Background: an optimization exercise with open tools, aiming at small area, a short achievable clock period and few clock cycles. Do not read the settings as production practice. In this exercise RTL edits were held to simulation tests only and were not proved equivalent to the original. Power and IR drop assume default switching activity.

// page_table_walker_with_permission_update_top
module page_table_walker_with_permission_update_top #(
	parameter int unsigned PHYS_ADDR_BITS = ptw_pkg::PHYS_ADDR_BITS_DEF
) (
	input  wire logic         clk,
	input  wire logic         arst_n,
	input  wire logic         s_axis_tvalid,
	output logic              s_axis_tready,
	input  wire logic [191:0] s_axis_tdata,
	input  wire logic [1:0]   s_axis_tuser,
	output logic              m_axis_tvalid,
	input  wire logic         m_axis_tready,
	output logic [319:0]      m_axis_tdata,
	output logic [1:0]        m_axis_tuser,
	output logic              m_axis_tlast,
	input  wire logic         cfg_valid,
	output logic              cfg_ready,
	input  wire logic [1:0]   cfg_index,
	input  wire logic [63:0]  cfg_data
);
Size: ~590 I/O pins.
Settings: LEC_CHECK=0, CAP_MARGIN=20, CORE_MARGIN=2, CORE_UTILIZATION=60, CTS_BUF_LIST=sky130_fd_sc_hd__clkbuf_8, CTS_CLUSTER_DIAMETER=50, CTS_CLUSTER_SIZE=16, SETUP_SLACK_MARGIN=3.6, SLEW_MARGIN=20, TNS_END_PERCENT=0; clock period 6.5 ns.
standard.sh (not shown) runs the stock make flow with config.mk's settings and CLKGATE_MAP_FILE= SYNTH_SCRIPT=/design/flow/synth_recipe.tcl, a recipe that flattens the netlist after the stock synthesis.
==> flow/flow/run.sh <==
#!/bin/bash
# The standard layout (the standard.sh: standard synthesis, floorplan, power grid, placement,
# CTS, routing), with each port buffered by the smallest plain buffer (buf_1) instead of the
# buffer_ports default pick (a delay buffer, clkdlybuf4s50_1).
set -euo pipefail
export BUFFER_PORTS_ARGS="-buffer_cell sky130_fd_sc_hd__buf_1"
bash standard.sh finish > standard_flow.log 2>&1
The starting point ran to the end with no violations.
Testbench counts at the start, summed over its fixed seeds: cycles 25,183.
Rerun with:
Settings changed: SETUP_SLACK_MARGIN 3.6 to 3.5, TNS_END_PERCENT 0 to 1.
After rerunning: Setup slack is worse by 0.050 ns; count of clock-buffer cells in the layout is unchanged; clock power stays flat; power is about the same; register-to-register slack gains 0.03 ns; wire length grows by 0.75%.

* * *

Starting RTL as in the previous note.
==> flow/config.mk <==
export PLATFORM = sky130hd
export DESIGN_NAME = page_table_walker_with_permission_update_top
export DESIGN_NICKNAME = page_table_walker_with_permission_update_top
export VERILOG_FILES = /design/flow/design.v
export SDC_FILE = /design/flow/constraint.sdc
export NUM_CORES = 4
export LEC_CHECK = 0
export CAP_MARGIN = 20
export CORE_MARGIN = 2
export CORE_UTILIZATION = 60
export CTS_BUF_LIST = sky130_fd_sc_hd__clkbuf_8
export CTS_CLUSTER_DIAMETER = 50
export CTS_CLUSTER_SIZE = 16
export SETUP_SLACK_MARGIN = 3.6
export SLEW_MARGIN = 20
export TNS_END_PERCENT = 5
==> flow/constraint.sdc <==
create_clock -name core_clock -period 6.5 [get_ports {clk}]
set_input_delay 1.3000 -clock core_clock [delete_from_list [all_inputs] [get_ports {clk}]]
set_output_delay 1.3000 -clock core_clock [all_outputs]
set_load 0.01 [all_outputs]
Scripts as last shown in full above: flow/flow/run.sh
The baseline produced a clean layout.
Testbench counts at the start, summed over its fixed seeds: cycles 25,183.
Next try:
- CORE_UTILIZATION: 60 -> 55
After rerunning: Total power is higher by 1.2%. Setup slack gets worse by 0.040 ns. Wire length rose by 6.8%. Area after synthesis stays the same. Clock power hardly moves. Final area is higher by 2.8%. Flip-flop and latch count does not change. Via count went up by 0.82%. Register-to-register slack is worse by 0.29 ns. Sequential power hardly moves. Core utilization falls by 4.3 points.

* * *

page_table_walker_with_permission_update_top again, from the RTL that the note above started with.
==> flow/config.mk <==
export PLATFORM = sky130hd
export DESIGN_NAME = page_table_walker_with_permission_update_top
export DESIGN_NICKNAME = page_table_walker_with_permission_update_top
export VERILOG_FILES = /design/flow/design.v
export SDC_FILE = /design/flow/constraint.sdc
export NUM_CORES = 4
export LEC_CHECK = 0
export CAP_MARGIN = 20
export CORE_MARGIN = 2
export CORE_UTILIZATION = 60
export CTS_BUF_LIST = sky130_fd_sc_hd__clkbuf_8
export CTS_CLUSTER_DIAMETER = 50
export CTS_CLUSTER_SIZE = 16
export SETUP_SLACK_MARGIN = 3.8
export SLEW_MARGIN = 20
export TNS_END_PERCENT = 5
==> flow/constraint.sdc <==
create_clock -name core_clock -period 6.5 [get_ports {clk}]
set_input_delay 1.3000 -clock core_clock [delete_from_list [all_inputs] [get_ports {clk}]]
set_output_delay 1.3000 -clock core_clock [all_outputs]
set_load 0.01 [all_outputs]
Scripts as last shown in full above: flow/flow/run.sh
The first run ran to the end with no violations.
Testbench counts at the start, summed over its fixed seeds: cycles 25,183.
==> next run, changes <==
- SETUP_SLACK_MARGIN: 3.8 -> 3.4
The new run completed without violations.
Routed wire length went down by 0.93%.
Clock power stays flat.
Area after synthesis does not change.
==> next run, changes <==
- SETUP_SLACK_MARGIN: 3.4 -> 3.7
The new run finished with timing, DRC and antenna clean.
Clock power is about the same.
Register-to-register slack improved by 0.21 ns.
Sequential cell count is unchanged.

* * *

page_table_walker_with_permission_update_top again, from the RTL that the note above started with.
==> flow/config.mk <==
export PLATFORM = sky130hd
export DESIGN_NAME = page_table_walker_with_permission_update_top
export DESIGN_NICKNAME = page_table_walker_with_permission_update_top
export VERILOG_FILES = /design/flow/design.v
export SDC_FILE = /design/flow/constraint.sdc
export NUM_CORES = 4
export LEC_CHECK = 0
export CAP_MARGIN = 20
export CORE_MARGIN = 2
export CORE_UTILIZATION = 60
export CTS_BUF_LIST = sky130_fd_sc_hd__clkbuf_8
export CTS_CLUSTER_DIAMETER = 50
export CTS_CLUSTER_SIZE = 16
export SETUP_SLACK_MARGIN = 3.5
export SLEW_MARGIN = 20
export TNS_END_PERCENT = 5
==> flow/constraint.sdc <==
create_clock -name core_clock -period 6.5 [get_ports {clk}]
set_input_delay 1.3000 -clock core_clock [delete_from_list [all_inputs] [get_ports {clk}]]
set_output_delay 1.3000 -clock core_clock [all_outputs]
set_load 0.01 [all_outputs]
Scripts as last shown in full above: flow/flow/run.sh
The first run finished with timing, DRC and antenna clean.
Testbench counts at the start, summed over its fixed seeds: cycles 25,183.
Rerun with:
--- a/flow/config.mk
+++ b/flow/config.mk
@@ -16 +15,0 @@
-export TNS_END_PERCENT = 5
Effect: The changed run completed without violations; non-clock buffer count came out higher by 16; via count came out higher by 2.4%; maximum frequency came out higher by 1.2%; total power came out higher by 2.9%; wire length came out higher by 6.2%; clock skew came out lower by 24 ps; worst setup slack gets better by 36 ps; critical path depth came out lower by 6; worst hold slack is about the same.

[what the ideal ports hide]
How much do the figures lean on ideal ports? The routed layouts below were timed once more, with nothing changed but the port constraints.
Step 1 assumes that a clkbuf_16 drives the clock port and a buf_2 every other input.
Step 2, shift: input delay + t, output delay - t, t = (earliest + latest rising clock arrival at the registers) / 2. This alone moves slack from input paths to output paths.
Three values: no drivers, after step 1, after step 2; two values: the first two.
run | shift t [ns] | setup WS [ns] | hold WS [ns] | worst register clock-pin slew, ns
the first run of note 1 | 0.630 | 3.407 / 3.395 / 2.798 | 0.481 / 0.481 / 0.481 | 0.11 / 0.11
the second run of note 1 | 0.627 | 3.356 / 3.329 / 2.725 | 0.483 / 0.483 / 0.483 | 0.11 / 0.11
the first run of note 2 | 0.627 | 3.418 / 3.411 / 2.813 | 0.486 / 0.486 / 0.486 | 0.11 / 0.11
the second run of note 2 | 0.646 | 3.378 / 3.325 / 2.795 | 0.493 / 0.493 / 0.493 | 0.10 / 0.10
the first run of note 3 | 0.625 | 3.414 / 3.404 / 2.809 | 0.485 / 0.485 / 0.485 | 0.11 / 0.11
the second run of note 3 | 0.627 | 3.362 / 3.323 / 2.742 | 0.487 / 0.487 / 0.487 | 0.11 / 0.11
the third run of note 3 | 0.625 | 3.414 / 3.404 / 2.809 | 0.485 / 0.485 / 0.485 | 0.11 / 0.11
the first run of note 4 | 0.633 | 3.361 / 3.338 / 2.724 | 0.484 / 0.484 / 0.484 | 0.11 / 0.11
the second run of note 4 | 0.625 | 3.397 / 3.347 / 2.753 | 0.484 / 0.484 / 0.484 | 0.10 / 0.10
After both steps every run listed still meets setup and hold. The setup slack of the second run of note 4, which loses most, moves by -0.050 ns with the drivers and by -0.644 ns with both steps.
